From an optimization exercise on the open Yosys and OpenROAD flow, aimed at small area and a short achievable clock period; shortcuts taken in it are not production practice. At most, simulation tests tie the RTL to the original design; equivalence was not proved. Only the layout flow was run in runs 1, 5 and 6; the RTL was not checked for function there. No activity file was given, so power comes from the tool's default toggle rates.

`design/flow/config.mk`:
```
export PLATFORM = sky130hd
export DESIGN_NAME = cpu_top
export DESIGN_NICKNAME = cpu_top
export VERILOG_FILES = /design/flow/design.v
export SDC_FILE = /design/flow/constraint.sdc
export NUM_CORES = 4
export LEC_CHECK = 0
export CAP_MARGIN = 20
export CORE_MARGIN = 2
export CORE_UTILIZATION = 65
export CTS_BUF_LIST = sky130_fd_sc_hd__clkbuf_8
export CTS_CLUSTER_DIAMETER = 50
export CTS_CLUSTER_SIZE = 20
export PLACE_DENSITY = 0.75
export SETUP_SLACK_MARGIN = 2.5
export SLEW_MARGIN = 20
```
`design/flow/constraint.sdc`:
```
create_clock -name core_clock -period 5.5 [get_ports {clk}]
set_input_delay 1.1000 -clock core_clock [delete_from_list [all_inputs] [get_ports {clk}]]
set_output_delay 1.1000 -clock core_clock [all_outputs]
set_load 0.01 [all_outputs]
```
`design/flow/design.v`:
```
`default_nettype none
package cpu_pkg;
	localparam int word_width = 16;
	localparam int reg_count = 4;
	localparam int reg_addr_width = 2;
	localparam int dmem_depth = 16;
	localparam int dmem_addr_width = 4;
	localparam logic [3:0] op_adi = 4'd4;
	localparam logic [3:0] op_ori = 4'd5;
	localparam logic [3:0] op_lhi = 4'd6;
	localparam logic [3:0] op_lwd = 4'd7;
	localparam logic [3:0] op_swd = 4'd8;
	localparam logic [3:0] op_rtype = 4'd15;
	localparam logic [5:0] fn_add = 6'd0;
	localparam logic [5:0] fn_sub = 6'd1;
	localparam logic [5:0] fn_and = 6'd2;
	localparam logic [5:0] fn_orr = 6'd3;
	localparam logic [5:0] fn_not = 6'd4;
	localparam logic [5:0] fn_tcp = 6'd5;
	localparam logic [5:0] fn_shl = 6'd6;
	localparam logic [5:0] fn_shr = 6'd7;
	localparam logic [5:0] fn_wwd = 6'd28;
	localparam logic [5:0] fn_hlt = 6'd29;
	typedef struct packed {
		logic inv;
		logic imm_lo;
		logic imm_sx;
		logic imm_hi;
		logic s_sum;
		logic s_or;
		logic s_and;
		logic s_shr;
		logic s_mem;
		logic wr;
		logic sw;
		logic wwd;
		logic hlt;
	} ctrl_t;
endpackage
`default_nettype wire
`default_nettype none
module control (
	input  logic              [15:0] inst,
	input  logic                     ex_wr,
	input  logic              [1:0]  ex_dest,
	output cpu_pkg::ctrl_t           ctrl,
	output logic              [1:0]  dest,
	output logic              [3:0]  rs_oh,
	output logic              [3:0]  rt_oh,
	output logic                     fwd_a,
	output logic                     fwd_b
);
	logic [1:0] rs;
	logic [1:0] rt;
	logic       a_use;
	logic       b_use;
	logic [1:0] b_reg;
	logic       a_hit;
	logic       b_hit;
	assign rs = inst[11:10];
	assign rt = inst[9:8];
	always_comb begin
		ctrl = '0;
		a_use = 1'b1;
		b_use = 1'b0;
		b_reg = rt;
		case (inst[15:12])
			cpu_pkg::op_adi: begin
				ctrl.imm_lo = 1'b1;
				ctrl.imm_sx = 1'b1;
				ctrl.s_sum = 1'b1;
				ctrl.wr = 1'b1;
			end
			cpu_pkg::op_ori: begin
				ctrl.imm_lo = 1'b1;
				ctrl.s_or = 1'b1;
				ctrl.wr = 1'b1;
			end
			cpu_pkg::op_lhi: begin
				ctrl.imm_hi = 1'b1;
				ctrl.s_sum = 1'b1;
				ctrl.wr = 1'b1;
				a_use = 1'b0;
			end
			cpu_pkg::op_lwd: begin
				ctrl.s_mem = 1'b1;
				ctrl.wr = 1'b1;
			end
			cpu_pkg::op_swd: begin
				ctrl.sw = 1'b1;
				b_use = 1'b1;
			end
			cpu_pkg::op_rtype: begin
				b_use = 1'b1;
				ctrl.wr = 1'b1;
				case (inst[5:0])
					cpu_pkg::fn_add: ctrl.s_sum = 1'b1;
					cpu_pkg::fn_sub: begin
						ctrl.inv = 1'b1;
						ctrl.s_sum = 1'b1;
					end
					cpu_pkg::fn_and: ctrl.s_and = 1'b1;
					cpu_pkg::fn_orr: ctrl.s_or = 1'b1;
					cpu_pkg::fn_not: begin
						ctrl.inv = 1'b1;
						ctrl.s_or = 1'b1;
						a_use = 1'b0;
						b_reg = rs;
					end
					cpu_pkg::fn_tcp: begin
						ctrl.inv = 1'b1;
						ctrl.s_sum = 1'b1;
						a_use = 1'b0;
						b_reg = rs;
					end
					cpu_pkg::fn_shl: begin
						ctrl.s_sum = 1'b1;
						b_reg = rs;
					end
					cpu_pkg::fn_shr: ctrl.s_shr = 1'b1;
					cpu_pkg::fn_wwd: begin
						ctrl.wr = 1'b0;
						ctrl.wwd = 1'b1;
						ctrl.s_sum = 1'b1;
						b_use = 1'b0;
					end
					cpu_pkg::fn_hlt: begin
						ctrl.wr = 1'b0;
						ctrl.hlt = 1'b1;
						a_use = 1'b0;
						b_use = 1'b0;
					end
					default: begin
						ctrl.wr = 1'b0;
						a_use = 1'b0;
						b_use = 1'b0;
					end
				endcase
			end
			default: begin
				a_use = 1'b0;
			end
		endcase
	end
	assign a_hit = ex_wr && ex_dest == rs;
	assign b_hit = ex_wr && ex_dest == b_reg;
	assign fwd_a = a_use && a_hit;
	assign fwd_b = b_use && b_hit;
	assign rs_oh = (a_use && !a_hit) ? (4'b0001 << rs) : 4'b0000;
	assign rt_oh = (b_use && !b_hit) ? (4'b0001 << b_reg) : 4'b0000;
	assign dest = (inst[15:12] == cpu_pkg::op_rtype) ? inst[7:6] : inst[9:8];
endmodule
`default_nettype wire
`default_nettype none
module reg_file (
	input  logic        clk,
	input  logic        rst,
	input  logic [3:0]  rs_oh,
	input  logic [3:0]  rt_oh,
	input  logic        fwd_a,
	input  logic        fwd_b,
	input  logic [15:0] imm,
	input  logic [1:0]  dec_rs,
	input  logic [3:0]  dec_off,
	input  logic        dec_fwd_a,
	output logic [15:0] dec_line,
	output logic [15:0] rs_data,
	output logic [15:0] rt_data,
	input  logic        we,
	input  logic [1:0]  wr_addr,
	input  logic [15:0] wr_data
);
	logic [15:0] regs [4];
	always_ff @(posedge clk) begin
		for (int i = 0; i < 4; i++) begin
			if (rst || (we && wr_addr == 2'(i))) begin
				regs[i] <= rst ? '0 : wr_data;
			end
		end
	end
	logic [3:0] dec_rs_low;
	logic [3:0] dec_addr;
	assign dec_rs_low = (we && wr_addr == dec_rs) ? wr_data[3:0] : regs[dec_rs][3:0];
	assign dec_addr = dec_rs_low + dec_off;
	assign dec_line = dec_fwd_a ? 16'd0 : (16'd1 << dec_addr);
	always_comb begin
		rs_data = {16{fwd_a}} & wr_data;
		rt_data = ({16{fwd_b}} & wr_data) | imm;
		for (int i = 0; i < 4; i++) begin
			rs_data = rs_data | ({16{rs_oh[i]}} & regs[i]);
			rt_data = rt_data | ({16{rt_oh[i]}} & regs[i]);
		end
	end
endmodule
`default_nettype wire
`default_nettype none
module id_ex_reg (
	input  logic                     clk,
	input  logic                     rst,
	input  logic                     inst_valid,
	input  logic              [15:0] inst,
	input  cpu_pkg::ctrl_t           dec_ctrl,
	input  logic              [1:0]  dec_dest,
	input  logic              [3:0]  dec_rs_oh,
	input  logic              [3:0]  dec_rt_oh,
	input  logic                     dec_fwd_a,
	input  logic                     dec_fwd_b,
	input  logic              [15:0] dec_line,
	output cpu_pkg::ctrl_t           ex_ctrl,
	output logic              [3:0]  ex_rs_oh,
	output logic              [3:0]  ex_rt_oh,
	output logic                     ex_fwd_a,
	output logic                     ex_fwd_b,
	output logic              [1:0]  ex_dest,
	output logic              [7:0]  ex_imm8,
	output logic              [15:0] ex_line
);
	always_ff @(posedge clk) begin
		if (rst || !inst_valid) begin
			ex_ctrl <= '0;
		end else begin
			ex_ctrl <= dec_ctrl;
		end
	end
	always_ff @(posedge clk) begin
		ex_rs_oh <= dec_rs_oh;
		ex_rt_oh <= dec_rt_oh;
		ex_fwd_a <= dec_fwd_a;
		ex_fwd_b <= dec_fwd_b;
		ex_dest <= dec_dest;
		ex_imm8 <= inst[7:0];
		ex_line <= dec_line;
	end
endmodule
`default_nettype wire
`default_nettype none
module execute_stage (
	input  logic                     clk,
	input  logic                     rst,
	input  cpu_pkg::ctrl_t           ex_ctrl,
	input  logic              [1:0]  ex_dest,
	input  logic              [7:0]  ex_imm8,
	input  logic              [15:0] a,
	input  logic              [15:0] b,
	input  logic                     fwd_a,
	input  logic              [15:0] ex_line,
	output logic              [15:0] imm,
	output logic                     ex_wr,
	output logic                     wb_valid,
	output logic              [1:0]  wb_reg,
	output logic              [15:0] wb_data,
	output logic                     out_valid,
	output logic              [15:0] out_data,
	output logic                     halted
);
	logic        halted_q;
	logic        wb_valid_q;
	logic        out_valid_q;
	logic [1:0]  wb_reg_q;
	logic [15:0] wb_data_q;
	logic        live;
	logic [15:0] bx;
	logic [16:0] sum_c;
	logic [15:0] sum;
	logic [15:0] mem_rdata;
	logic [3:0]  fwd_addr;
	logic [15:0] line;
	logic [15:0] result;
	logic [15:0] dmem [16];
	assign live = !halted_q;
	assign imm[7:0] = ex_ctrl.imm_lo ? ex_imm8 : 8'd0;
	assign imm[15:8] = ex_ctrl.imm_hi ? ex_imm8 : {8{ex_ctrl.imm_sx && ex_imm8[7]}};
	assign bx = ex_ctrl.inv ? ~b : b;
	assign sum_c = {a, 1'b1} + {bx, ex_ctrl.inv};
	assign sum = sum_c[16:1];
	assign fwd_addr = wb_data_q[3:0] + ex_imm8[3:0];
	assign line = ex_line | (fwd_a ? (16'd1 << fwd_addr) : 16'd0);
	always_comb begin
		mem_rdata = '0;
		for (int i = 0; i < 16; i++) begin
			mem_rdata = mem_rdata | ({16{line[i]}} & dmem[i]);
		end
	end
	assign result = ({16{ex_ctrl.s_sum}} & sum) |
		({16{ex_ctrl.s_or}} & (a | bx)) |
		({16{ex_ctrl.s_and}} & (a & b)) |
		({16{ex_ctrl.s_shr}} & {a[15], a[15:1]}) |
		({16{ex_ctrl.s_mem}} & mem_rdata);
	assign ex_wr = live && ex_ctrl.wr;
	always_ff @(posedge clk) begin
		for (int i = 0; i < 16; i++) begin
			if (rst || (live && ex_ctrl.sw && line[i])) begin
				dmem[i] <= rst ? '0 : b;
			end
		end
	end
	always_ff @(posedge clk) begin
		if (rst) begin
			wb_valid_q <= 1'b0;
			out_valid_q <= 1'b0;
			halted_q <= 1'b0;
		end else begin
			wb_valid_q <= ex_wr;
			out_valid_q <= live && ex_ctrl.wwd;
			halted_q <= halted_q || (live && ex_ctrl.hlt);
		end
	end
	always_ff @(posedge clk) begin
		wb_reg_q <= ex_dest;
		wb_data_q <= result;
	end
	assign wb_valid = wb_valid_q;
	assign wb_reg = wb_reg_q;
	assign wb_data = wb_data_q;
	assign out_valid = out_valid_q;
	assign out_data = wb_data_q;
	assign halted = halted_q;
endmodule
`default_nettype wire
`default_nettype none
module cpu_top (
	input  logic                               clk,
	input  logic                               rst,
	input  logic                               inst_valid,
	input  logic [cpu_pkg::word_width-1:0]     inst,
	output logic                               wb_valid,
	output logic [cpu_pkg::reg_addr_width-1:0] wb_reg,
	output logic [cpu_pkg::word_width-1:0]     wb_data,
	output logic                               out_valid,
	output logic [cpu_pkg::word_width-1:0]     out_data,
	output logic                               halted
);
	cpu_pkg::ctrl_t dec_ctrl;
	logic [1:0]  dec_dest;
	cpu_pkg::ctrl_t ex_ctrl;
	logic [3:0]  ex_rs_oh;
	logic [3:0]  ex_rt_oh;
	logic [1:0]  ex_dest;
	logic [7:0]  ex_imm8;
	logic [15:0] a;
	logic [15:0] b;
	logic        ex_wr;
	logic [15:0] dec_line;
	logic [15:0] ex_line;
	logic        dec_fwd_a;
	logic        dec_fwd_b;
	logic        ex_fwd_a;
	logic        ex_fwd_b;
	logic [15:0] imm;
	logic [3:0]  dec_rs_oh;
	logic [3:0]  dec_rt_oh;
	control u_control (
		.inst (inst),
		.ex_wr (ex_wr),
		.ex_dest (ex_dest),
		.fwd_a (dec_fwd_a),
		.fwd_b (dec_fwd_b),
		.ctrl (dec_ctrl),
		.dest (dec_dest),
		.rs_oh (dec_rs_oh),
		.rt_oh (dec_rt_oh)
	);
	id_ex_reg u_id_ex_reg (
		.clk        (clk),
		.rst        (rst),
		.inst_valid (inst_valid),
		.inst       (inst),
		.dec_ctrl   (dec_ctrl),
		.dec_dest   (dec_dest),
		.dec_rs_oh  (dec_rs_oh),
		.dec_rt_oh  (dec_rt_oh),
		.dec_fwd_a  (dec_fwd_a),
		.dec_fwd_b  (dec_fwd_b),
		.dec_line   (dec_line),
		.ex_line    (ex_line),
		.ex_fwd_a   (ex_fwd_a),
		.ex_fwd_b   (ex_fwd_b),
		.ex_ctrl    (ex_ctrl),
		.ex_rs_oh   (ex_rs_oh),
		.ex_rt_oh   (ex_rt_oh),
		.ex_dest    (ex_dest),
		.ex_imm8    (ex_imm8)
	);
	reg_file u_reg_file (
		.clk     (clk),
		.rst     (rst),
		.rs_oh   (ex_rs_oh),
		.rt_oh   (ex_rt_oh),
		.imm     (imm),
		.dec_rs  (inst[11:10]),
		.dec_off (inst[3:0]),
		.dec_fwd_a (dec_fwd_a),
		.dec_line (dec_line),
		.fwd_a   (ex_fwd_a),
		.fwd_b   (ex_fwd_b),
		.rs_data (a),
		.rt_data (b),
		.we      (wb_valid),
		.wr_addr (wb_reg),
		.wr_data (wb_data)
	);
	execute_stage u_execute_stage (
		.clk       (clk),
		.rst       (rst),
		.ex_ctrl   (ex_ctrl),
		.ex_dest   (ex_dest),
		.ex_imm8   (ex_imm8),
		.a         (a),
		.b         (b),
		.fwd_a     (ex_fwd_a),
		.ex_line   (ex_line),
		.imm       (imm),
		.ex_wr     (ex_wr),
		.wb_valid  (wb_valid),
		.wb_reg    (wb_reg),
		.wb_data   (wb_data),
		.out_valid (out_valid),
		.out_data  (out_data),
		.halted    (halted)
	);
endmodule
`default_nettype wire
```
`design/flow/flow/run.sh`:
```
#!/bin/bash
export CUSTOM_ABC_SCRIPT=$PWD/flow/abc.script
bash standard.sh ADDER_MAP_FILE= "BUFFER_PORTS_ARGS=-buffer_cell sky130_fd_sc_hd__buf_4" SYNTH_SCRIPT=$PWD/flow/synth_custom.tcl finish > standard.log 2>&1
```
`design/flow/flow/abc.script`:
```
&get -n
&st
&dch
&nf -R 20
&put
buffer -c
topo
stime -c
upsize -c
dnsize -c
```
`design/flow/flow/synth_custom.tcl`:
```
# The standard synthesis script (synth_recipe.tcl), with one change:
# the ABC mapping step uses flow/abc.script in place of ORFS's speed script.
# Registers are mapped before ABC runs, so they are the same as the
# standard synthesis's.
proc synth {args} { yosys synth -nofsm -noshare {*}$args }
proc abc {args} {
  set i [lsearch -exact $args -script]
  if {$i >= 0} { lset args [expr {$i + 1}] $::env(CUSTOM_ABC_SCRIPT) }
  yosys abc {*}$args
}
source $::env(SCRIPTS_DIR)/synth.tcl
# left out here: clear keep_hierarchy, flatten, clean up, hide names made inside functions, write 1_2_yosys.v
```
`design/flow/standard.sh`:
```
#!/bin/bash
# synth_recipe.tcl (not shown) runs the flow's synth.tcl, then flattens the netlist and writes it again
# the make line also repeats each setting of config.mk as NAME=value (left out here)
make -C /OpenROAD-flow-scripts/flow DESIGN_CONFIG=/design/flow/config.mk WORK_HOME=/design/flow/orfs CLKGATE_MAP_FILE= SYNTH_SCRIPT=/design/flow/synth_recipe.tcl "${@:-finish}"
```
==> impl_metrics.ini, run 1 <==
[sta]
finalSetupViolations = 0
setup_ws_ns = 2.34
maxClockFrequency_mhz = 317
post-route-period-util_pct = 57.4
timing.hold.ws_ns = 0.398
clock_skew_ns = 0.0283
fin_crit_ns = 3.16
hold_violations = 0
slew_viol_final = 0
slew_headroom_pct = 23.4
worst_pin_slew_ns = 1.15
rsz0062_at_grt = yes
setup-tns-final_ns = 0

[global_route]
grt_max_degree = 57
grt_pass1_vias = 10600
track_usage_pct = 33.7
grt_first_pass_wirelength_um = 64700
antenna_found_initial = 1
overflow = 0

[pwr]
p_per_area_mw_per_mm2 = 313
p_sw_share_pct = 26.5
pwr-share-comb_pct = 10.1
internal_power_mw = 4.24
p_leak_nw = 6.79
ir_drop_uv = 289
pwr-share-seq_pct = 58.6
clkPwrFrac_pct = 31.3
switching_power_mw = 1.52

[die]
core_region_area_mm2 = 0.0243
initial_core_util_pct = 66.2
die_area_mm2 = 0.0260
io_pins = 56
die_y_um = 161
die_w_um = 161
row_count = 57

[synthesis]
synth_seq_cells = 390
ys_types = 63
netlist_area_mm2 = 0.0161
synthCells = 1177
synth_ff_type = edfxtp_1
async_reset_ff_share_pct = 0
yosysSeqAreaShare_pct = 68.4
synth_area_per_cell_um2 = 13.7
syn-num-nets = 1196
synth-edff-count = 320
synth_warnings = 6

[critical_path]
critPathCaptureType = flop
worst-path-max-fanout = 17
start_kind = flop
critical_path_class = reg -> reg
crit_required_ns = 5.93
cp.arrival_ns = 3.59

[place]
place.port_buffers = 55
preCtsSetupSlack_ns = 1.90
gp_congestion = 0.948
hpwl_um = 28300

[clock_tree]
clk_pin_slew_ns = 0.10
root_buffer = clkbuf_8
clockBufferDepth = 3
htree_levels = 2
clock_latency_ns = 0.57
cts_num_sinks = 390
cts_hold_buf = 0
cts_buffers = 35
cts_tree = built

[min_path]
hold_class = reg -> reg

[run_status]
outcome = complete, no violations

[finish]
final_common_cell = edfxtp_1
final_cell_mix = edfxtp_1 (320), buf_4 (126), nand2_1 (116), a222oi_1 (92), nor2_1 (67)
drive_gt1_share_pct = 24.9
nNetsFinal = 1283
area_growth_pct = 14.4
n_antenna_cell = 0

[routing]
wl_met1_um = 17000
first_pass_iters = 9
ant_nets = 0
num_vias = 11500
wl_met3_um = 6170
routed.top_layer = met4
drc = 0
drt-total-wl_um = 45100
post_drt_wl_per_cell_um = 27.9
via_per_inst = 7.13
met2WireLength_um = 20500
drt_iter0_markers = 2498

[job]
maxCapViolations = 0
==> Yosys cell counts, drive strengths merged (14+ instances only) <==
cell type / n / area (um^2)
a21o: 33 / 248
a21oi: 18 / 93.8
dfxtp: 70 / 1400
inv: 15 / 56.3
a222oi: 92 / 921
nor2: 72 / 270
nand2: 118 / 443
a22oi: 61 / 458
clkbuf: 35 / 131
edfxtp: 320 / 9610
nand4: 28 / 175
nor2b: 21 / 131
nand3: 24 / 120
xnor2: 42 / 398
o21ai: 41 / 216
xor2: 20 / 175
buf: 46 / 295
and3: 14 / 87.6
==> critical path, cell delays in order, from the launching register on <==
cell	delay (ns)
dfxtp_4	0.38
xnor2_4	0.20
o21ai_4	0.08
maj3_2	0.33
xnor2_2	0.19
nor2b_2	0.13
a21o_4	0.30
a222oi_1	0.85
nand4_1	0.23
o21ai_1	0.20
nand4b_1	0.14
==> repair_timing <==
item	4_1_cts	5_1_grt
setup buffers	25	46
pin swaps	25	58
resized for setup	92	42
endpoints found under the setup margin	272	46
==> final timing paths <==
kind	startpoint	to	slack, ns	cells past startpoint
worst min register to register	u_id_ex_reg.ex_dest[1]	u_execute_stage.wb_reg_q[1]	0.40	0
worst max-delay path	u_execute_stage.wb_data_q[1]	u_execute_stage.wb_data_q[15]	2.34	10
worst min-delay path	u_id_ex_reg.ex_dest[1]	u_execute_stage.wb_reg_q[1]	0.40	0
worst max register to register	u_execute_stage.wb_data_q[1]	u_execute_stage.wb_data_q[15]	2.34	10
==> per-layer routing <==
metal  vias to the layer above  GRT usage [%]
met2                       927           51.7
met4                         0           9.94
li1                       4827              -
met5                         -              0
met3                       121           7.99
met1                      5636           48.9
==> sequential cells by signal (all words and copies together) (netlist names) <==
signal,flops
u_id_ex_reg.ex_imm8,8
u_id_ex_reg.ex_dest,2
u_id_ex_reg.ex_rs_oh,4
u_execute_stage.wb_data_q,16
u_id_ex_reg.ex_rt_oh,4
u_execute_stage.wb_valid_q,1
u_reg_file.regs,64
u_execute_stage.dmem,256
u_id_ex_reg.ex_line,16
u_execute_stage.out_valid_q,1
u_execute_stage.halted_q,1
u_execute_stage.wb_reg_q,2
u_id_ex_reg.ex_ctrl,13
u_id_ex_reg.ex_fwd_a,1
u_id_ex_reg.ex_fwd_b,1
==> power by group through the flow <==
stage | Clock [mW] | Combinational (mW) | Sequential, mW
2_1_floorplan | 0 | 0.327 | 3.41
3_3_place_gp | 0 | 0.482 | 3.44
3_5_place_dp | 0 | 0.486 | 3.44
4_1_cts | 1.80 | 0.523 | 3.37
5_1_grt | 1.90 | 0.610 | 3.39
6_report | 1.81 | 0.580 | 3.38
==> area by class of cell <==
| class | count | area, um^2 |
|---|---|---|
| clock inverter | 26 | 248 |
| inverter | 15 | 56.3 |
| timing repair buffer | 131 | 1040 |
| fill | 1485 | 5910 |
| tap | 324 | 405 |
| sequential | 390 | 11100 |
| clock buffer | 37 | 509 |
| multi-input combinational | 691 | 5090 |
==> kinds of logic (layout without fill, tap and decap cells) <==
| family | count (synthesis) | count (layout) | share of synthesized area, % |
|---|---|---|---|
| DFF | 390 | 390 | 68.4 |
| and+or+nand+nor | 322 | 322 | 9.42 |
| AOI/OAI and AO/OA | 298 | 298 | 15.0 |
| buffers and inverters | 96 | 209 | 3.00 |
| xor gates and xnor gates | 62 | 62 | 3.56 |
| muxes | 6 | 6 | 0.404 |
| adders and majority gates | 3 | 3 | 0.187 |
==> metrics by stage <==
stage	total power [mW]	utilization, %	area [um^2]	std cells
5_1_grt	5.90	75.7	18400	1614
4_1_cts	5.70	73.3	17800	1568
2_1_floorplan	3.74	-	16200	1177
3_5_place_dp	3.93	68.3	16600	1480
6_report	5.76	75.7	18400	1614
3_3_place_gp	3.92	68.3	16600	1480
==> inputs of run 2 (changes only) <==
--- a/design/flow/design.v
+++ b/design/flow/design.v
@@ -164,3 +164,5 @@
 	input  logic [3:0]  dec_off,
-	input  logic        dec_fwd_a,
+	input  logic        we_next,
+	input  logic [1:0]  wr_addr_next,
+	input  logic [15:0] ex_result,
 	output logic [15:0] dec_line,
@@ -181,6 +183,10 @@
 	logic [3:0] dec_rs_low;
+	logic [3:0] reg_addr;
+	logic [3:0] fwd_addr;
 	logic [3:0] dec_addr;
 	assign dec_rs_low = (we && wr_addr == dec_rs) ? wr_data[3:0] : regs[dec_rs][3:0];
-	assign dec_addr = dec_rs_low + dec_off;
-	assign dec_line = dec_fwd_a ? 16'd0 : (16'd1 << dec_addr);
+	assign reg_addr = dec_rs_low + dec_off;
+	assign fwd_addr = ex_result[3:0] + dec_off;
+	assign dec_addr = (we_next && wr_addr_next == dec_rs) ? fwd_addr : reg_addr;
+	assign dec_line = 16'd1 << dec_addr;
 	always_comb begin
@@ -244,3 +250,2 @@
 	input  logic              [15:0] b,
-	input  logic                     fwd_a,
 	input  logic              [15:0] ex_line,
@@ -248,2 +253,3 @@
 	output logic                     ex_wr,
+	output logic              [15:0] ex_result,
 	output logic                     wb_valid,
@@ -265,3 +271,2 @@
 	logic [15:0] mem_rdata;
-	logic [3:0]  fwd_addr;
 	logic [15:0] line;
@@ -275,4 +280,3 @@
 	assign sum = sum_c[16:1];
-	assign fwd_addr = wb_data_q[3:0] + ex_imm8[3:0];
-	assign line = ex_line | (fwd_a ? (16'd1 << fwd_addr) : 16'd0);
+	assign line = ex_line;
 	always_comb begin
@@ -289,2 +293,3 @@
 	assign ex_wr = live && ex_ctrl.wr;
+	assign ex_result = result;
 	always_ff @(posedge clk) begin
@@ -343,2 +348,3 @@
 	logic [15:0] dec_line;
+	logic [15:0] ex_result;
 	logic [15:0] ex_line;
@@ -391,3 +397,5 @@
 		.dec_off (inst[3:0]),
-		.dec_fwd_a (dec_fwd_a),
+		.we_next  (ex_wr),
+		.wr_addr_next (ex_dest),
+		.ex_result (ex_result),
 		.dec_line (dec_line),
@@ -409,3 +417,2 @@
 		.b         (b),
-		.fwd_a     (ex_fwd_a),
 		.ex_line   (ex_line),
@@ -413,2 +420,3 @@
 		.ex_wr     (ex_wr),
+		.ex_result (ex_result),
 		.wb_valid  (wb_valid),
--- a/design/flow/config.mk
+++ b/design/flow/config.mk
@@ -11,6 +11,6 @@
 export CTS_BUF_LIST = sky130_fd_sc_hd__clkbuf_8
-export CTS_CLUSTER_DIAMETER = 50
-export CTS_CLUSTER_SIZE = 20
+export CTS_CLUSTER_DIAMETER = 40
+export CTS_CLUSTER_SIZE = 16
 export PLACE_DENSITY = 0.75
-export SETUP_SLACK_MARGIN = 2.5
+export SETUP_SLACK_MARGIN = 2.8
 export SLEW_MARGIN = 20
==> impl_metrics.ini, run 2 <==
[synthesis]
yosysSeqAreaShare_pct = 69.6
synth_warnings = 6
netlist_area_mm2 = 0.0158
synth_top_area_cell = edfxtp_1
yosys-top-cells-count = edfxtp_1 (320), nand2_1 (103), a222oi_1 (91), dfxtp_1 (70), clkbuf_1 (69)
synth_area_per_cell_um2 = 13.7
ys_types = 58
synth.most_common_cell = edfxtp_1
synth-edff-count = 320
synthTopCellsByArea = edfxtp_1 (61%), dfxtp_1 (8.9%), a222oi_1 (5.8%)
synth_ff_type = edfxtp_1
async_reset_ff_share_pct = 0
synth_seq_cells = 390
syn-num-nets = 1173
synth_top_area_share_pct = 60.7
synthCells = 1154

[finish]
final_cell_mix = edfxtp_1 (320), buf_4 (108), nand2_1 (101), a222oi_1 (91), a22oi_1 (61)
top_regs = u_execute_stage.dmem x256, u_reg_file.regs x64
fin_util_pct = 75.7
multi_input_area_mm2 = 0.00477
fillerInstances = 1525
drive_gt1_share_pct = 23.6
seq_area_mm2 = 0.0111
largest_register_ffs = 256
n_antenna_cell = 0
regMostFlops = u_execute_stage.dmem
nNetsFinal = 1249
final_common_cell = edfxtp_1
finalNonFillerCells = 1587
final_area_mm2 = 0.0182
area_growth_pct = 15.2

[sta]
slew_headroom_pct = 32.9
post-route-period-util_pct = 58.5
worst_pin_slew_ns = 1.00
clock_skew_ns = 0.0346
hold_violations = 0
finalSetupViolations = 0
maxClockFrequency_mhz = 311
fin_crit_ns = 3.22
slew_viol_final = 0
setup-tns-final_ns = 0
rsz0062_at_grt = yes

[routing]
drt_iter0_markers = 2060
num_vias = 11000
via_per_inst = 6.93
ant_nets = 0
post_drt_wl_per_cell_um = 25.7
drc = 0
drt-total-wl_um = 40700
first_pass_iters = 10

[clock_tree]
clk_pin_slew_ns = 0.08
root_buffer = clkbuf_8
cts_buffers = 42
htree_levels = 2
clockBufferDepth = 3
clock_latency_ns = 0.57
cts_tree = built
cts_num_sinks = 390

[place]
place.port_buffers = 55
place_area_mm2 = 0.0164
hpwl_um = 24900
placedCellCount = 1455
gp_congestion = 0.926

[die]
die_w_um = 160
initial_core_util_pct = 65.7
row_count = 57
die_y_um = 160
die_area_mm2 = 0.0256
io_pins = 56
core_region_area_mm2 = 0.0241

[pwr]
p_leak_nw = 6.64
internal_power_mw = 4.55
switching_power_mw = 1.48
pwr-share-seq_pct = 56.7
clkPwrFrac_pct = 35.0
ir_drop_uv = 275
p_sw_share_pct = 24.6
pwr-share-comb_pct = 8.4
power_mw = 6.04
p_per_area_mw_per_mm2 = 331

[critical_path]
crit_required_ns = 5.94
cp.arrival_ns = 3.66
critical_path_class = reg -> reg
worst-path-max-fanout = 16
start_kind = flop
critPathCaptureType = flop

[run_status]
outcome = complete, no violations

[min_path]
hold_class = reg -> reg

[global_route]
grt_pass1_vias = 10600
grt_max_degree = 57
overflow = 0
track_usage_pct = 31.0
grt_first_pass_wirelength_um = 60500
antenna_found_initial = 0

[job]
maxCapViolations = 0
run 2: cell types whose count changed in the layout (fill, tap and decap cells not counted), moves of 13 or more:
| cell | change |
|---|---|
| nor3_1 | +18 |
| nor2_1 | -19 |
| nand2_1 | -15 |
| buf_4 | -18 |
| buf_6 | +13 |
| clkbuf_8 | +13 |
run 2: cells by family after synthesis:
| kind of cell | count (synthesis) | synth area share (%) |
|---|---|---|
| buffers and inverters | 102 | 2.82 |
| AOI/OAI and AO/OA | 296 | 14.6 |
| muxes | 5 | 0.340 |
| xor gates and xnor gates | 51 | 2.92 |
| and+or+nand+nor | 308 | 9.59 |
| DFF | 390 | 69.6 |
| adders and majority gates | 2 | 0.142 |
run 2: repair_timing:
action / 4_1_cts / 5_1_grt
hold endpoints to repair: 0 / 0
resized for setup: 77 / 33
buffers inserted: 33 / 22
hold buffers: 0 / 0
pin swaps: 32 / 32
setup endpoints to repair: 28 / 26
run 2: layout make-up:
| cell class | instances | area share (%) |
|---|---|---|
| flip-flops and latches | 390 | 60.6 |
| multi-input cells | 662 | 26.2 |
| repair buffers | 124 | 5.47 |
| clock buffers | 50 | 3.77 |
| well taps | 324 | 2.22 |
| clock inverters | 27 | 1.54 |
| inverters | 10 | 0.220 |
run 2: per-layer routing:
metal / routed length (um) / track usage (%) / share of wire [%] / vias up
met1: 15600 / 43.8 / 38 / 5344
met5: 0 / 0 / 0 / -
met3: 4740 / 6.39 / 12 / 113
met4: 1260 / 10.4 / 3.1 / 0
li1: - / - / - / 4750
met2: 19200 / 49.1 / 47 / 783
run 2: power groups by stage:
stage	combinational, mW	sequential (mW)	clock (mW)
2_1_floorplan	0.335	3.41	0
3_3_place_gp	0.442	3.48	0
3_5_place_dp	0.453	3.48	0
4_1_cts	0.483	3.42	2.13
5_1_grt	0.539	3.43	2.24
6_report	0.504	3.42	2.11
run 2: final timing paths:
path,start,endpoint,slack (ns),cells past startpoint
max reg2reg,u_id_ex_reg.ex_rt_oh[2],u_id_ex_reg.ex_line[4],2.28,12
min,u_id_ex_reg.ex_dest[1],u_execute_stage.wb_reg_q[1],0.41,0
max,u_id_ex_reg.ex_rt_oh[2],u_id_ex_reg.ex_line[4],2.28,12
min reg2reg,u_id_ex_reg.ex_dest[1],u_execute_stage.wb_reg_q[1],0.41,0
run 2: critical path: stages, from the launching register on:
cell	delay (ns)
dfxtp_4	0.50
a22oi_2	0.15
and4_1	0.25
or3_4	0.43
and2_4	0.18
o21ai_1	0.15
nand3_1	0.13
nor2_1	0.13
a21oi_2	0.06
maj3_2	0.33
maj3_2	0.40
xor2_4	0.30
nor3_1	0.08
run 2: metrics by stage:
step                setup slack [ns]  hold WS [ns]
detailed placement              1.88         0.400
global route                    2.14         0.417
CTS                             2.40         0.411
floorplan                       2.29         0.374
global placement                1.94         0.401
finish                          2.28         0.405
==> inputs of run 3 (changes only) <==
--- a/design/flow/config.mk
+++ b/design/flow/config.mk
@@ -11,6 +11,7 @@
 export CTS_BUF_LIST = sky130_fd_sc_hd__clkbuf_8
-export CTS_CLUSTER_DIAMETER = 40
-export CTS_CLUSTER_SIZE = 16
+export CTS_CLUSTER_DIAMETER = 50
+export CTS_CLUSTER_SIZE = 20
 export PLACE_DENSITY = 0.75
-export SETUP_SLACK_MARGIN = 2.8
+export SETUP_SLACK_MARGIN = 2.6
 export SLEW_MARGIN = 20
+export TNS_END_PERCENT = 20
==> impl_metrics.ini, run 3 <==
[run_status]
outcome = complete, no violations

[die]
initial_core_util_pct = 65.7
core_region_area_mm2 = 0.0241
io_pins = 56
die_w_um = 160
die_area_mm2 = 0.0256
row_count = 57
die_y_um = 160

[clock_tree]
clockBufferDepth = 3
cts_tree = built
htree_levels = 2
cts_buffers = 34
clk_pin_slew_ns = 0.12
clock_latency_ns = 0.57
cts_num_sinks = 390
root_buffer = clkbuf_8

[sta]
hold_violations = 0
setup-tns-final_ns = 0
rsz0062_at_grt = yes
clock_skew_ns = 0.0310
finalSetupViolations = 0
timing.hold.ws_ns = 0.411
worst_pin_slew_ns = 1.03
post-route-period-util_pct = 59.0
fin_crit_ns = 3.24
slew_viol_final = 0
maxClockFrequency_mhz = 308
slew_headroom_pct = 31.2

[synthesis]
yosysSeqAreaShare_pct = 69.6
synth_compound_area_share_pct = 14.6
synth_seq_cells = 390
synthCells = 1154
yosys-top-cells-count = edfxtp_1 (320), nand2_1 (103), a222oi_1 (91), dfxtp_1 (70), clkbuf_1 (69)
synth_top_area_share_pct = 60.7
ys_types = 58
syn-num-nets = 1173
synthTopCellsByArea = edfxtp_1 (61%), dfxtp_1 (8.9%), a222oi_1 (5.8%)
synth.most_common_cell = edfxtp_1
async_reset_ff_share_pct = 0
synthAdderAreaFrac_pct = 0.142
synth_ff_type = edfxtp_1
synth_mux_area_share_pct = 0.340
synth-edff-count = 320
synth_top_family_by_area = compound AO/OA/AOI/OAI gates
netlist_area_mm2 = 0.0158
synth_warnings = 6
synth_area_per_cell_um2 = 13.7
synth_top_area_cell = edfxtp_1
synth_simple_gate_area_share_pct = 9.59
synthXorXnorAreaFrac_pct = 2.92

[finish]
final_area_mm2 = 0.0176
final_cell_mix = edfxtp_1 (320), nand2_1 (102), a222oi_1 (91), buf_4 (80), a22oi_1 (62)
fillerInstances = 1619
largest_register_ffs = 256
regMostFlops = u_execute_stage.dmem
n_antenna_cell = 0
nNetsFinal = 1198
top_regs = u_execute_stage.dmem x256, u_reg_file.regs x64
drive_gt1_share_pct = 19.3
final_common_cell = edfxtp_1
area_growth_pct = 11.1

[place]
place.port_buffers = 55
hpwl_um = 24900
gp_congestion = 0.965
place_area_mm2 = 0.0164

[routing]
ant_nets = 0
post_drt_wl_per_cell_um = 25.7
drt-total-wl_um = 39400
num_vias = 10600
drt_iter0_markers = 1850
via_per_inst = 6.95
drc = 0
first_pass_iters = 10

[min_path]
hold_class = reg -> reg

[critical_path]
start_kind = flop
critPathCaptureType = flop
worst-path-max-fanout = 8
crit_required_ns = 5.96
critical_path_class = reg -> reg
cp.arrival_ns = 3.70

[pwr]
power_mw = 5.75
ir_drop_uv = 252
p_per_area_mw_per_mm2 = 327
p_leak_nw = 6.25

[global_route]
track_usage_pct = 30.6
overflow = 0
grt_max_degree = 57
grt_pass1_vias = 10200
antenna_found_initial = 0
grt_first_pass_wirelength_um = 59400

[job]
maxCapViolations = 0
## run 3: cell counts after synthesis
Identical to the previous run, type by type.
## run 3: final cells by class
type | instances | area (um^2) | share of cell area (%)
clock buffers | 39 | 537 | 3.05
clock inverters | 23 | 240 | 1.37
inverters | 10 | 37.5 | 0.214
multi-input cells | 662 | 4690 | 26.7
flip-flops and latches | 390 | 11100 | 62.9
well taps | 324 | 405 | 2.31
repair buffers | 81 | 616 | 3.50
## run 3: stage by stage
step | worst slack [ns] | utilization [%] | std cells
finish | 2.26 | 72.9 | 1529
global route | 2.15 | 72.9 | 1529
CTS | 2.36 | 71.9 | 1523
detailed placement | 1.83 | 67.9 | 1452
global placement | 1.91 | 67.9 | 1452
floorplan | 2.29 | - | 1154
## run 3: repair_timing
action,in CTS,in global routing
pin swaps,18,23
hold buffers,0,0
gates cloned,0,0
setup buffers,9,6
gates resized for setup,45,33
endpoints found under the setup margin,27,26
## run 3: worst paths after layout
kind                            slack [ns]  cells after the start                     endpoint                    from
worst max-delay path                  2.26                     11       u_id_ex_reg.ex_line[0]   u_reg_file.regs[2][0]
worst min-delay path                  0.41                      0  u_execute_stage.wb_reg_q[0]  u_id_ex_reg.ex_dest[0]
worst max register to register        2.26                     11       u_id_ex_reg.ex_line[0]   u_reg_file.regs[2][0]
worst min register to register        0.41                      0  u_execute_stage.wb_reg_q[0]  u_id_ex_reg.ex_dest[0]
## run 3: kinds of logic after synthesis
group                      after synthesis
DFF                                    390
and+or+nand+nor                        308
AOI/OAI and AO/OA                      296
buffers and inverters                  102
xor gates and xnor gates                51
muxes                                    5
adders and majority gates                2
## run 3: critical path, stage by stage, from the launching register on
cell and delay (ns):
edfxtp_1 0.45, a22oi_1 0.50, a31oi_1 0.21, o21a_1 0.21, a21bo_2 0.21, a31o_4 0.21
xor2_1 0.18, o21ai_2 0.08, o21a_2 0.25, maj3_2 0.41, xor2_4 0.34, nor3_1 0.08
## run 3: layer usage
metal	share of wire, %	track usage (%)
met1	40	45.9
met2	47	47.0
met4	2.8	9.71
met5	0	0
met3	10	4.70
## run 3: where the power goes
group	internal, mW	switching (mW)	leakage (nW)
logic	0.173	0.308	1.97
clock network	0.832	1.01	0.389
registers	3.31	0.115	3.89
total	4.32	1.43	6.25
==> inputs of run 4 (changes only) <==
--- a/design/flow/config.mk
+++ b/design/flow/config.mk
@@ -16,2 +16 @@
 export SLEW_MARGIN = 20
-export TNS_END_PERCENT = 20
==> impl_metrics.ini, run 4 <==
[run_status]
outcome = complete, no violations

[global_route]
grt_pass1_vias = 10100
grt_first_pass_wirelength_um = 58600
grt_max_degree = 57
track_usage_pct = 30.2
antenna_found_initial = 0
overflow = 0

[pwr]
p_leak_nw = 6.29
ir_drop_uv = 281
p_per_area_mw_per_mm2 = 329

[critical_path]
crit_chain = a22oi_2, a31oi_1, or3_4, a21bo_2, a31o_4, xor2_1, o21ai_2, o21a_1, maj3_2, xnor2_4, nor3_1
ff2ff_path_depth = 11
crit_required_ns = 5.92
worst-path-stages = 11
path_buf_inv = 0
critical_path_class = reg -> reg
critical-path-slowest-cell = edfxtp_1
max_stage_delay_ns = 0.47
crit_family = compound AO/OA/AOI/OAI gates
start_kind = flop
critPathCaptureType = flop
cp.arrival_ns = 3.58
worst-path-max-fanout = 8

[synthesis]
synth_area_per_cell_um2 = 13.7
netlist_area_mm2 = 0.0158
synth_top_area_share_pct = 60.7
syn-num-nets = 1173
synth-edff-count = 320
synth_ff_type = edfxtp_1
ys_types = 58
synth_seq_cells = 390
async_reset_ff_share_pct = 0
synthTopCellsByArea = edfxtp_1 (61%), dfxtp_1 (8.9%), a222oi_1 (5.8%)
yosysSeqAreaShare_pct = 69.6
synth_top_area_cell = edfxtp_1
yosys-top-cells-count = edfxtp_1 (320), nand2_1 (103), a222oi_1 (91), dfxtp_1 (70), clkbuf_1 (69)
synth.most_common_cell = edfxtp_1
synthCells = 1154
synth_warnings = 6

[min_path]
hold_class = reg -> reg
whs_path_depth = 0

[sta]
slew_headroom_pct = 34.0
finalSetupViolations = 0
maxClockFrequency_mhz = 317
rsz0062_at_grt = yes
fin_crit_ns = 3.15
setup-tns-final_ns = 0
timing.hold.ws_ns = 0.411
post-route-period-util_pct = 57.4
worst_pin_slew_ns = 0.987
hold_violations = 0
setup_ws_ns = 2.35
clock_skew_ns = 0.0337
slew_viol_final = 0

[finish]
fillerInstances = 1625
final_cell_mix = edfxtp_1 (320), nand2_1 (102), a222oi_1 (91), buf_4 (82), a22oi_1 (62)
drive_gt1_share_pct = 19.0
regMostFlops = u_execute_stage.dmem
multi_input_area_mm2 = 0.00465
seq_area_mm2 = 0.0111
final_common_cell = edfxtp_1
fin_util_pct = 73.0
nNetsFinal = 1202
top_regs = u_execute_stage.dmem x256, u_reg_file.regs x64
largest_register_ffs = 256
area_growth_pct = 11.2
final_area_mm2 = 0.0176
n_antenna_cell = 0

[routing]
first_pass_iters = 11
via_per_inst = 6.88
ant_nets = 0
drt_iter0_markers = 1774
num_vias = 10500
drt-total-wl_um = 39000
post_drt_wl_per_cell_um = 25.4
drc = 0

[clock_tree]
cts_buffers = 34
clockBufferDepth = 3
cts_hold_buf = 0
htree_levels = 2
clock_latency_ns = 0.57
cts_num_sinks = 390
root_buffer = clkbuf_8
cts_tree = built
clk_pin_slew_ns = 0.09

[die]
initial_core_util_pct = 65.7
row_count = 57
die_area_mm2 = 0.0256
die_w_um = 160
die_y_um = 160
io_pins = 56
core_region_area_mm2 = 0.0241

[place]
gp_congestion = 0.956
place.port_buffers = 55
preCtsSetupSlack_ns = 1.85
hpwl_um = 24800
place_area_mm2 = 0.0164

[job]
maxCapViolations = 0
==> run 4: cell counts after synthesis <==
Identical to the previous run, type by type.
==> run 4: area by class of cell <==
cell class	count	area share, %
inverter	10	0.213
clock buffer	39	3.05
tap	324	2.30
timing repair buffer	85	3.74
clock inverter	23	1.49
sequential	390	62.8
multi-input combinational	662	26.4
==> run 4: final timing paths <==
path / start / endpoint / slack (ns)
max: u_reg_file.regs[2][1] / u_id_ex_reg.ex_line[12] / 2.35
min: u_id_ex_reg.ex_dest[1] / u_execute_stage.wb_reg_q[1] / 0.41
max reg2reg: u_reg_file.regs[2][1] / u_id_ex_reg.ex_line[12] / 2.35
min reg2reg: u_id_ex_reg.ex_dest[1] / u_execute_stage.wb_reg_q[1] / 0.41
==> run 4: logic make-up after synthesis <==
group	count (synthesis)	share of synthesized area [%]
flip-flops	390	69.6
XOR/XNOR	51	2.92
multiplexers	5	0.340
AO/OA/AOI/OAI	296	14.6
adder cells (fa/ha/maj)	2	0.142
buffers and inverters	102	2.82
AND/OR/NAND/NOR	308	9.59
==> run 4: where the power goes <==
group          switching (mW)  internal [mW]  total (mW)
Combinational           0.301          0.170       0.470
Clock                    1.01          0.880        1.89
Sequential              0.114           3.31        3.43
==> run 4: layer usage <==
layer  up-vias  GRT usage, %  wire [um]
met5         -             0          0
met4         0          9.05        988
met3        93          5.38       4460
met2       682          47.0      18300
met1      5124          44.4      15200
li1       4647             -          -
==> run 4: metrics by stage <==
step	cells	total power, mW
after CTS	1523	5.79
final	1533	5.79
after global routing	1533	5.95
after global placement	1452	3.92
after detailed placement	1452	3.93
after floorplan	1154	3.74
==> run 4: worst reg2reg max path, stage by stage (launching register included) <==
cell and delay [ns]:
edfxtp_1 0.47, a22oi_2 0.28, a31oi_1 0.16, or3_4 0.41, a21bo_2 0.21, a31o_4 0.21
xor2_1 0.19, o21ai_2 0.09, o21a_1 0.26, maj3_2 0.41, xnor2_4 0.25, nor3_1 0.08
==> run 4: what timing repair did <==
action,CTS,global route
endpoints found under the setup margin,27,26
hold endpoints to repair,0,0
resized for setup,63,13
pin swaps,26,20
buffers inserted,9,10
==> inputs of run 5 (changes only) <==
--- a/design/flow/design.v
+++ b/design/flow/design.v
@@ -182,3 +182,2 @@
 	end
-	logic [3:0] dec_rs_low;
 	logic [3:0] reg_addr;
@@ -186,4 +185,11 @@
 	logic [3:0] dec_addr;
-	assign dec_rs_low = (we && wr_addr == dec_rs) ? wr_data[3:0] : regs[dec_rs][3:0];
-	assign reg_addr = dec_rs_low + dec_off;
+	logic [3:0] cand [4];
+	logic [3:0] cand_wr;
+	assign cand_wr = wr_data[3:0] + dec_off;
+	always_comb begin
+		for (int i = 0; i < 4; i++) begin
+			cand[i] = regs[i][3:0] + dec_off;
+		end
+	end
+	assign reg_addr = (we && wr_addr == dec_rs) ? cand_wr : cand[dec_rs];
 	assign fwd_addr = ex_result[3:0] + dec_off;
==> impl_metrics.ini, run 5 <==
[run_status]
outcome = complete, no violations

[synthesis]
synth_ff_type = edfxtp_1
synth_top_area_share_pct = 60.4
synth.most_common_cell = edfxtp_1
ys_types = 61
synth_top_area_cell = edfxtp_1
netlist_area_mm2 = 0.0159
async_reset_ff_share_pct = 0
yosysSeqAreaShare_pct = 69.2
syn-num-nets = 1180
synthTopCellsByArea = edfxtp_1 (60%), dfxtp_1 (8.8%), a222oi_1 (5.4%)
yosys-top-cells-count = edfxtp_1 (320), nand2_1 (114), a222oi_1 (85), dfxtp_1 (70)
synth-edff-count = 320
synth_warnings = 7
synthCells = 1161
synth_area_per_cell_um2 = 13.7
synth_seq_cells = 390

[global_route]
grt-busiest-layer = met2
overflow = 0
grt_pass1_vias = 11000
use_met1_pct = 46.0
grt_max_degree = 57
grt_util_met2_pct = 50.6
track_usage_pct = 32.6
antenna_found_initial = 1
grt.met3_usage_pct = 7.23
grt_first_pass_wirelength_um = 63400

[min_path]
hp-start = u_id_ex_reg.ex_dest[1]
min_to = u_execute_stage.wb_reg_q[1]
whs_path_depth = 0
hold_class = reg -> reg

[place]
preCtsSetupSlack_ns = 1.83
gp_congestion = 0.910
placedCellCount = 1459
hpwl_um = 24900
place.port_buffers = 55

[critical_path]
start_kind = flop
max_stage_delay_ns = 0.46
r2r_slack_ns = 2.29
critPathCaptureType = flop
crit_family = compound AO/OA/AOI/OAI gates
critical_path_class = reg -> reg
cp_common_cell = nor2_1
worstReg2RegEnd = u_id_ex_reg.ex_line[1]
crit_required_ns = 5.97
crit_chain = buf_8, a222oi_1, nand2_1, xnor2_2, buf_4, o21ai_0, nand3_1, a31oi_1, o21ai_2, nor2_1, a21oi_2, xor2_2, buf_12, xnor2_4, nor2_1
critical-path-slowest-cell = a222oi_1
ff2ff_path_depth = 15
r2r-start = u_id_ex_reg.ex_fwd_b
cp.arrival_ns = 3.68
path_buf_inv = 3
worst-path-max-fanout = 8

[die]
die_y_um = 160
core_region_area_mm2 = 0.0242
initial_core_util_pct = 65.8
die_area_mm2 = 0.0257
die_w_um = 160
io_pins = 56
row_count = 57

[pwr]
internal_power_mw = 4.32
p_leak_nw = 6.83
clkPwrFrac_pct = 32.6
switching_power_mw = 1.54
p_sw_share_pct = 26.3
pwr-share-comb_pct = 8.5
p_per_area_mw_per_mm2 = 317
ir_drop_uv = 302
pwr-share-seq_pct = 58.9

[sta]
hold_violations = 0
fin_crit_ns = 3.21
slew_viol_final = 0
finalSetupViolations = 0
clock_skew_ns = 0.0320
post-route-period-util_pct = 58.4
rsz0062_at_grt = yes
slew_headroom_pct = 30.8
maxClockFrequency_mhz = 311
worst_pin_slew_ns = 1.04
setup-tns-final_ns = 0
setup_ws_ns = 2.29
timing.hold.ws_ns = 0.402

[finish]
nNetsFinal = 1287
fillerInstances = 1418
largest_register_ffs = 256
seq_area_mm2 = 0.0111
area_growth_pct = 16.5
n_antenna_cell = 0
final_common_cell = edfxtp_1
multi_input_area_mm2 = 0.00484
drive_gt1_share_pct = 25.3
regMostFlops = u_execute_stage.dmem
finalNonFillerCells = 1618
final_cell_mix = edfxtp_1 (320), buf_4 (131), nand2_1 (111), a222oi_1 (85), a22oi_1 (61)
top_regs = u_execute_stage.dmem x256, u_reg_file.regs x64

[clock_tree]
clockBufferDepth = 3
clk_pin_slew_ns = 0.11
cts_tree = built
htree_levels = 2
cts_num_sinks = 390
cts_buffers = 35
clock_latency_ns = 0.58
cts_hold_buf = 0
root_buffer = clkbuf_8

[routing]
drt-total-wl_um = 43400
post_drt_wl_per_cell_um = 26.9
ant_nets = 0
drt_iter0_markers = 2376
num_vias = 11500
via_per_inst = 7.14
first_pass_iters = 7
drc = 0

[job]
maxCapViolations = 0
## run 5: cell types whose count changed in the layout (fill, tap and decap cells not counted), moves of 8 or more
cell     change
buf_4       +49
buf_6       +18
dfxtp_4      +8
nand2_1      +9
nor2_1      +11
nor3_1      -15
## run 5: power groups by stage
stage                     logic, mW  registers [mW]  clock network, mW
after floorplan               0.332            3.41                  0
after global placement        0.412            3.52                  0
after detailed placement      0.419            3.52                  0
after CTS                     0.464            3.44               1.92
after global routing          0.531            3.46               2.04
final                         0.499            3.45               1.91
## run 5: worst reg2reg max path, delay by kind of cell, from the launching register on
family,cells,cell delay [ns]
buffers and inverters,3,0.45
XOR/XNOR,3,0.69
AO/OA/AOI/OAI,5,1.02
flip-flops,1,0.39
AND/OR/NAND/NOR,4,0.57
## run 5: how the worst max path moves through the flow
stage                                       start                            end  slack, ns  cells past startpoint
final                        u_id_ex_reg.ex_fwd_b         u_id_ex_reg.ex_line[1]       2.29                     15
after CTS                   u_reg_file.regs[0][0]         u_id_ex_reg.ex_line[6]       2.37                     11
after detailed placement  u_id_ex_reg.ex_rt_oh[3]  u_execute_stage.wb_data_q[15]       1.83                     12
after global routing         u_id_ex_reg.ex_fwd_b         u_id_ex_reg.ex_line[6]       2.05                     15
after global placement    u_id_ex_reg.ex_rt_oh[0]  u_execute_stage.wb_data_q[15]       1.88                     12
after floorplan                          inst[10]         u_id_ex_reg.ex_line[0]       2.48                      9
## run 5: cells by family after synthesis
kind of cell / after synthesis / share of synthesized area, %
buffers and inverters: 100 / 2.75
multiplexers: 6 / 0.409
AND/OR/NAND/NOR: 311 / 9.39
adder cells (fa/ha/maj): 3 / 0.205
XOR/XNOR: 51 / 3.35
flip-flops: 390 / 69.2
AO/OA/AOI/OAI: 300 / 14.7
## run 5: through the flow
step	total power [mW]	cell area [um^2]	util, %
6_report	5.86	18500	76.6
5_1_grt	6.04	18500	76.6
4_1_cts	5.82	18000	74.3
3_5_place_dp	3.94	16400	67.8
3_3_place_gp	3.93	16400	67.8
2_1_floorplan	3.74	15900	-
## run 5: repair_timing
action | 4_1_cts | 5_1_grt
resized for setup | 78 | 59
setup buffers | 62 | 34
pin swaps | 53 | 38
setup endpoints to repair | 27 | 27
## run 5: layout make-up
class / instances / area share, %
flip-flops and latches: 390 / 59.8
clock buffers: 38 / 2.82
well taps: 324 / 2.19
multi-input cells: 671 / 26.1
repair buffers: 157 / 7.12
inverters: 13 / 0.263
clock inverters: 25 / 1.65
## run 5: per-layer routing
layer,up-vias,share of wire (%)
met2,972,46
met1,5557,36
met3,179,13
met4,2,4.3
li1,4835,-
met5,-,0.097
==> inputs of run 6 (changes only) <==
--- a/design/flow/config.mk
+++ b/design/flow/config.mk
@@ -11,6 +11,6 @@
 export CTS_BUF_LIST = sky130_fd_sc_hd__clkbuf_8
-export CTS_CLUSTER_DIAMETER = 50
-export CTS_CLUSTER_SIZE = 20
+export CTS_CLUSTER_DIAMETER = 40
+export CTS_CLUSTER_SIZE = 16
 export PLACE_DENSITY = 0.75
-export SETUP_SLACK_MARGIN = 2.6
+export SETUP_SLACK_MARGIN = 2.5
 export SLEW_MARGIN = 20
==> impl_metrics.ini, run 6 <==
[run_status]
outcome = complete, no violations

[place]
preCtsSetupSlack_ns = 1.91
hpwl_um = 25000
place.port_buffers = 55
place_area_mm2 = 0.0164
gp_congestion = 0.910

[synthesis]
synth-edff-count = 320
yosysSeqAreaShare_pct = 69.2
synth_top_area_cell = edfxtp_1
netlist_area_mm2 = 0.0159
async_reset_ff_share_pct = 0
synth_ff_type = edfxtp_1
synthTopCellsByArea = edfxtp_1 (60%), dfxtp_1 (8.8%), a222oi_1 (5.4%)
synth_top_area_share_pct = 60.4
synth_warnings = 7
yosys-top-cells-count = edfxtp_1 (320), nand2_1 (114), a222oi_1 (85), dfxtp_1 (70)
synth.most_common_cell = edfxtp_1
synth_seq_cells = 390
synth_area_per_cell_um2 = 13.7
synthCells = 1161
ys_types = 61
syn-num-nets = 1180

[global_route]
grt_max_degree = 57
overflow = 0
track_usage_pct = 31.8
grt_first_pass_wirelength_um = 61900
grt_pass1_vias = 10600
antenna_found_initial = 0

[die]
die_area_mm2 = 0.0257
io_pins = 56
initial_core_util_pct = 65.8
die_w_um = 160
die_y_um = 160
core_region_area_mm2 = 0.0242
row_count = 57

[finish]
drive_gt1_share_pct = 22.9
fillerInstances = 1468
top_regs = u_execute_stage.dmem x256, u_reg_file.regs x64
area_growth_pct = 14.9
regMostFlops = u_execute_stage.dmem
final_cell_mix = edfxtp_1 (320), nand2_1 (113), buf_4 (111), a222oi_1 (85), nor2_1 (61)
final_common_cell = edfxtp_1
n_antenna_cell = 0
largest_register_ffs = 256
multi_input_area_mm2 = 0.00472
nNetsFinal = 1259
seq_area_mm2 = 0.0111
final_area_mm2 = 0.0183

[sta]
slew_viol_final = 0
timing.hold.ws_ns = 0.396
post-route-period-util_pct = 58.5
setup_ws_ns = 2.28
worst_pin_slew_ns = 1.09
clock_skew_ns = 0.0314
fin_crit_ns = 3.22
rsz0062_at_grt = yes
setup-tns-final_ns = 0
slew_headroom_pct = 27.2
finalSetupViolations = 0
maxClockFrequency_mhz = 311
hold_violations = 0

[pwr]
pwr-share-seq_pct = 55.1
internal_power_mw = 4.62
switching_power_mw = 1.58
clkPwrFrac_pct = 36.5
p_leak_nw = 6.69
p_sw_share_pct = 25.5
ir_drop_uv = 307
p_per_area_mw_per_mm2 = 340
pwr-share-comb_pct = 8.5
power_mw = 6.20

[critical_path]
r2r-start = u_reg_file.regs[2][2]
crit_required_ns = 5.97
max_stage_delay_ns = 0.50
critical-path-slowest-cell = a222oi_1
start_kind = flop
worst-path-max-fanout = 8
critPathCaptureType = flop
critical_path_class = reg -> reg
ff2ff_path_depth = 13
cp.arrival_ns = 3.69
worstReg2RegEnd = u_id_ex_reg.ex_line[14]
crit_chain = a222oi_1, and3_4, o21ai_2, a31oi_1, o31ai_2, xor2_1, o21ai_2, nor2_1, a21oi_2, xor2_2, buf_12, xor2_4, nor2_1
r2r_slack_ns = 2.28

[min_path]
min_to = u_execute_stage.wb_reg_q[0]
whs_path_depth = 0
hold_class = reg -> reg
hp-start = u_id_ex_reg.ex_dest[0]

[clock_tree]
cts_hold_buf = 0
clk_pin_slew_ns = 0.08
clockBufferDepth = 3
htree_levels = 2
root_buffer = clkbuf_8
cts_buffers = 45
cts_tree = built
cts_num_sinks = 390
clock_latency_ns = 0.60

[routing]
post_drt_wl_per_cell_um = 26.0
drt-total-wl_um = 41600
first_pass_iters = 13
drc = 0
via_per_inst = 6.93
drt_iter0_markers = 2023
ant_nets = 0
num_vias = 11100

[job]
maxCapViolations = 0
run 6: cell type report:
type	count	area share, %
Inverter	13	0.267
Clock buffer	45	3.39
Timing Repair Buffer	119	5.32
Sequential cell	390	60.6
Clock inverter	37	2.37
Multi-Input combinational cell	671	25.9
Tap cell	324	2.22
run 6: repair_timing:
| action | 4_1_cts | 5_1_grt |
|---|---|---|
| setup endpoints to repair | 26 | 27 |
| resized for setup | 66 | 24 |
| pin swaps | 55 | 24 |
| setup buffers | 37 | 13 |
run 6: how the worst max path moves through the flow:
| stage | startpoint | to | depth (start not counted) |
|---|---|---|---|
| finish | u_reg_file.regs[2][2] | u_id_ex_reg.ex_line[14] | 13 |
| global route | u_reg_file.regs[2][1] | u_id_ex_reg.ex_line[14] | 14 |
| CTS | u_reg_file.regs[0][0] | u_id_ex_reg.ex_line[14] | 12 |
| detailed placement | u_id_ex_reg.ex_rt_oh[0] | u_execute_stage.wb_data_q[15] | 12 |
| global placement | u_id_ex_reg.ex_rt_oh[2] | u_id_ex_reg.ex_line[12] | 11 |
| floorplan | inst[10] | u_id_ex_reg.ex_line[0] | 9 |
run 6: cell families after synthesis:
| group | count (synthesis) | share of synthesized area, % |
|---|---|---|
| DFF | 390 | 69.2 |
| and+or+nand+nor | 311 | 9.39 |
| AOI/OAI and AO/OA | 300 | 14.7 |
| buffers and inverters | 100 | 2.75 |
| xor gates and xnor gates | 51 | 3.35 |
| muxes | 6 | 0.409 |
| adders and majority gates | 3 | 0.205 |
run 6: layer usage:
metal / share of wire, % / GRT usage, % / vias up / wire length (um)
li1: - / - / 4767 / -
met1: 38 / 45.8 / 5408 / 15800
met2: 47 / 49.2 / 788 / 19400
met3: 12 / 7.13 / 116 / 5170
met4: 2.7 / 10.4 / 0 / 1100
met5: 0 / 0 / - / 0
run 6: power by group through the flow:
stage          Combinational (mW)  Clock (mW)  Sequential, mW
2_1_floorplan               0.331           0            3.41
3_3_place_gp                0.455           0            3.48
3_5_place_dp                0.460           0            3.48
4_1_cts                     0.507        2.27            3.41
5_1_grt                     0.559        2.40            3.43
6_report                    0.525        2.26            3.42
run 6: worst max-delay path: cells and delay by family, from the launching register on:
kind,cells,cell delay (ns)
AO/OA/AOI/OAI,6,1.45
XOR/XNOR,3,0.63
buffers and inverters,1,0.15
flip-flops,1,0.42
AND/OR/NAND/NOR,3,0.46
run 6: per-stage QoR:
step / instances / util [%]
finish: 1599 / 75.6
global route: 1599 / 75.6
CTS: 1585 / 74.5
detailed placement: 1466 / 68.0
global placement: 1466 / 68.0
floorplan: 1161 / -
==> inputs of run 7 (changes only) <==
--- a/design/flow/design.v
+++ b/design/flow/design.v
@@ -182,2 +182,3 @@
 	end
+	logic [3:0] dec_rs_low;
 	logic [3:0] reg_addr;
@@ -185,11 +186,4 @@
 	logic [3:0] dec_addr;
-	logic [3:0] cand [4];
-	logic [3:0] cand_wr;
-	assign cand_wr = wr_data[3:0] + dec_off;
-	always_comb begin
-		for (int i = 0; i < 4; i++) begin
-			cand[i] = regs[i][3:0] + dec_off;
-		end
-	end
-	assign reg_addr = (we && wr_addr == dec_rs) ? cand_wr : cand[dec_rs];
+	assign dec_rs_low = (we && wr_addr == dec_rs) ? wr_data[3:0] : regs[dec_rs][3:0];
+	assign reg_addr = dec_rs_low + dec_off;
 	assign fwd_addr = ex_result[3:0] + dec_off;
==> design/flow/flow/run.sh (replaced) <==
#!/bin/bash
export CUSTOM_ABC_SCRIPT=$PWD/flow/abc.script
bash standard.sh ADDER_MAP_FILE= "BUFFER_PORTS_ARGS=-buffer_cell sky130_fd_sc_hd__buf_2" "CTS_ARGS=-sink_clustering_enable -repair_clock_nets -buf_list sky130_fd_sc_hd__clkbuf_8 -sink_clustering_size 20 -sink_clustering_max_diameter 50 -dont_use_dummy_load" SYNTH_SCRIPT=$PWD/flow/synth_custom.tcl finish > standard.log 2>&1
--- a/design/flow/config.mk
+++ b/design/flow/config.mk
@@ -11,6 +11,6 @@
 export CTS_BUF_LIST = sky130_fd_sc_hd__clkbuf_8
-export CTS_CLUSTER_DIAMETER = 40
-export CTS_CLUSTER_SIZE = 16
+export CTS_CLUSTER_DIAMETER = 50
+export CTS_CLUSTER_SIZE = 20
 export PLACE_DENSITY = 0.75
-export SETUP_SLACK_MARGIN = 2.5
+export SETUP_SLACK_MARGIN = 2.6
 export SLEW_MARGIN = 20
==> impl_metrics.ini, run 7 <==
[finish]
nNetsFinal = 1234
final_common_cell = edfxtp_1
n_antenna_cell = 0
final_cell_mix = edfxtp_1 (320), nand2_1 (101), a222oi_1 (91), a22oi_1 (61), buf_2 (55)
drive_gt1_share_pct = 19.9
finalNonFillerCells = 1537
fillerInstances = 1599
seq_area_mm2 = 0.0111
area_growth_pct = 10.4
final_area_mm2 = 0.0175
multi_input_area_mm2 = 0.00465
fin_util_pct = 72.5
top_regs = u_execute_stage.dmem x256, u_reg_file.regs x64
regMostFlops = u_execute_stage.dmem
largest_register_ffs = 256

[die]
die_y_um = 160
die_area_mm2 = 0.0256
core_region_area_mm2 = 0.0241
io_pins = 56
initial_core_util_pct = 65.7
row_count = 57
die_w_um = 160

[global_route]
track_usage_pct = 30.3
antenna_found_initial = 1
overflow = 0
grt_max_degree = 33
grt_first_pass_wirelength_um = 58900
grt_pass1_vias = 10300

[place]
preCtsSetupSlack_ns = 1.76
gp_congestion = 0.971
place_area_mm2 = 0.0162
placedCellCount = 1453
hpwl_um = 24800
place.port_buffers = 55

[synthesis]
synthCells = 1154
synth_ff_type = edfxtp_1
yosysSeqAreaShare_pct = 69.6
synth_warnings = 6
syn-num-nets = 1173
synth_top_area_share_pct = 60.7
ys_types = 58
synth_top_area_cell = edfxtp_1
yosys-top-cells-count = edfxtp_1 (320), nand2_1 (103), a222oi_1 (91), dfxtp_1 (70), clkbuf_1 (69)
synth_seq_cells = 390
synth.most_common_cell = edfxtp_1
netlist_area_mm2 = 0.0158
synth-edff-count = 320
async_reset_ff_share_pct = 0
synthTopCellsByArea = edfxtp_1 (61%), dfxtp_1 (8.9%), a222oi_1 (5.8%)
synth_area_per_cell_um2 = 13.7

[routing]
drt_iter0_markers = 1882
first_pass_iters = 9
num_vias = 10700
via_per_inst = 6.98
post_drt_wl_per_cell_um = 25.7
drc = 0
ant_nets = 0
drt-total-wl_um = 39400

[sta]
setup_ws_ns = 2.23
fin_crit_ns = 3.27
worst_pin_slew_ns = 1.01
post-route-period-util_pct = 59.5
rsz0062_at_grt = yes
finalSetupViolations = 0
slew_viol_final = 0
clock_skew_ns = 0.0504
timing.hold.ws_ns = 0.409
maxClockFrequency_mhz = 306
hold_violations = 0
slew_headroom_pct = 32.4
setup-tns-final_ns = 0

[clock_tree]
clk_pin_slew_ns = 0.09
clockBufferDepth = 3
htree_levels = 2
root_buffer = clkbuf_8
cts_tree = built
cts_buffers = 34
cts_num_sinks = 390
clock_latency_ns = 0.56
cts_hold_buf = 0

[critical_path]
start_kind = flop
worst-path-max-fanout = 8
cp-startpoint = u_reg_file.regs[0][1]
critical_path_class = reg -> reg
crit_end = u_id_ex_reg.ex_line[15]
worstReg2RegEnd = u_id_ex_reg.ex_line[15]
ff2ff_path_depth = 11
critPathCaptureType = flop
r2r-start = u_reg_file.regs[0][1]
crit_required_ns = 5.90
r2r_slack_ns = 2.23
cp.arrival_ns = 3.67

[pwr]
ir_drop_uv = 247
p_per_area_mw_per_mm2 = 306
p_leak_nw = 6.30
power_mw = 5.35

[run_status]
outcome = complete, no violations

[min_path]
hold_class = reg -> reg
whs_path_depth = 0

[job]
maxCapViolations = 0
run 7: cell count changes in the layout (fill, tap and decap cells not counted), moves of 6 or more:
cell / before / now
bufinv_16: 6 / 0
o21ai_0: 39 / 32
clkbuf_8: 45 / 34
nor3_1: 9 / 21
and3_1: 11 / 17
buf_2: 0 / 55
nand3_1: 20 / 26
buf_4: 111 / 37
nand2_1: 113 / 101
a222oi_1: 85 / 91
buf_6: 2 / 23
inv_6: 7 / 0
nor2_1: 61 / 48
run 7: timing repair:
item | in CTS | in global routing
resized for setup | 65 | 40
pin swaps | 27 | 15
setup buffers | 40 | 10
setup endpoints to repair | 28 | 29
run 7: logic make-up (layout without fill, tap and decap cells):
kind of cell	count (synthesis)	in the layout	synth area share, %
simple gates	308	308	9.59
flops	390	390	69.6
compound gates	296	296	14.6
xor+xnor	51	51	2.92
mux	5	5	0.340
buf+inv	102	161	2.82
fa+ha+maj	2	2	0.142
run 7: worst min-delay path by stage:
stage / start / to / slack [ns]
6_report: u_id_ex_reg.ex_dest[1] / u_execute_stage.wb_reg_q[1] / 0.41
5_1_grt: u_id_ex_reg.ex_dest[1] / u_execute_stage.wb_reg_q[1] / 0.42
4_1_cts: u_id_ex_reg.ex_dest[1] / u_execute_stage.wb_reg_q[1] / 0.41
3_5_place_dp: u_id_ex_reg.ex_dest[1] / u_execute_stage.wb_reg_q[1] / 0.40
3_3_place_gp: u_id_ex_reg.ex_dest[1] / u_execute_stage.wb_reg_q[1] / 0.40
2_1_floorplan: u_id_ex_reg.ex_dest[0] / u_execute_stage.wb_reg_q[0] / 0.37
run 7: critical path, stage by stage, from the launching register on:
cell and delay, ns:
edfxtp_1 0.48, a222oi_1 0.37, nand2_1 0.13, or3_4 0.37
a21bo_2 0.20, a31o_2 0.24, xor2_2 0.17, o21ai_2 0.09
o21a_2 0.26, maj3_2 0.40, xnor2_4 0.30, nor3_1 0.10
run 7: where the power goes:
| part | total, mW | switching, mW | internal [mW] |
|---|---|---|---|
| Clock | 1.43 | 0.872 | 0.556 |
| Combinational | 0.495 | 0.312 | 0.182 |
| Sequential | 3.43 | 0.114 | 3.31 |
| Total | 5.35 | 1.30 | 4.05 |
run 7: layout make-up:
class / instances / share of cell area, %
clock buffers: 34 / 2.68
inverters: 10 / 0.215
multi-input cells: 662 / 26.6
flip-flops and latches: 390 / 63.3
well taps: 324 / 2.32
repair buffers: 117 / 4.88
run 7: routing by layer:
layer  GRT usage, %  up-vias  wire length, um
li1               -     4672                -
met1           43.7     5287            15600
met2           47.4      695            18500
met3           6.21       78             4350
met4           8.89        0              918
met5              0        -                0

==> static timing again, ports no longer ideal <==
In the flow no input, the clock included, has a driving cell. The finished layouts below were timed again as built, in two steps. Step 1: set_driving_cell puts a clkbuf_16 on clk and a buf_2 on each other input, an assumption about the parent block. Step 2, shift: input delay + t, output delay - t, t = (earliest + latest rising clock arrival at the registers) / 2. This alone moves slack from input paths to output paths. Slacks: ideal / step 1 / step 2; pairs: ideal / step 1.
| run | t (ns) | setup slack, ns |
|---|---|---|
| run 1 | 0.605 | 2.342 / 2.342 / 2.025 |
| run 2 | 0.603 | 2.283 / 2.283 / 1.904 |
| run 3 | 0.599 | 2.255 / 2.255 / 1.876 |
| run 4 | 0.605 | 2.345 / 2.345 / 1.910 |
| run 5 | 0.611 | 2.288 / 2.288 / 1.975 |
| run 6 | 0.631 | 2.281 / 2.281 / 2.103 |
| run 7 | 0.586 | 2.230 / 2.230 / 1.795 |
After both steps every run listed still meets setup and hold.
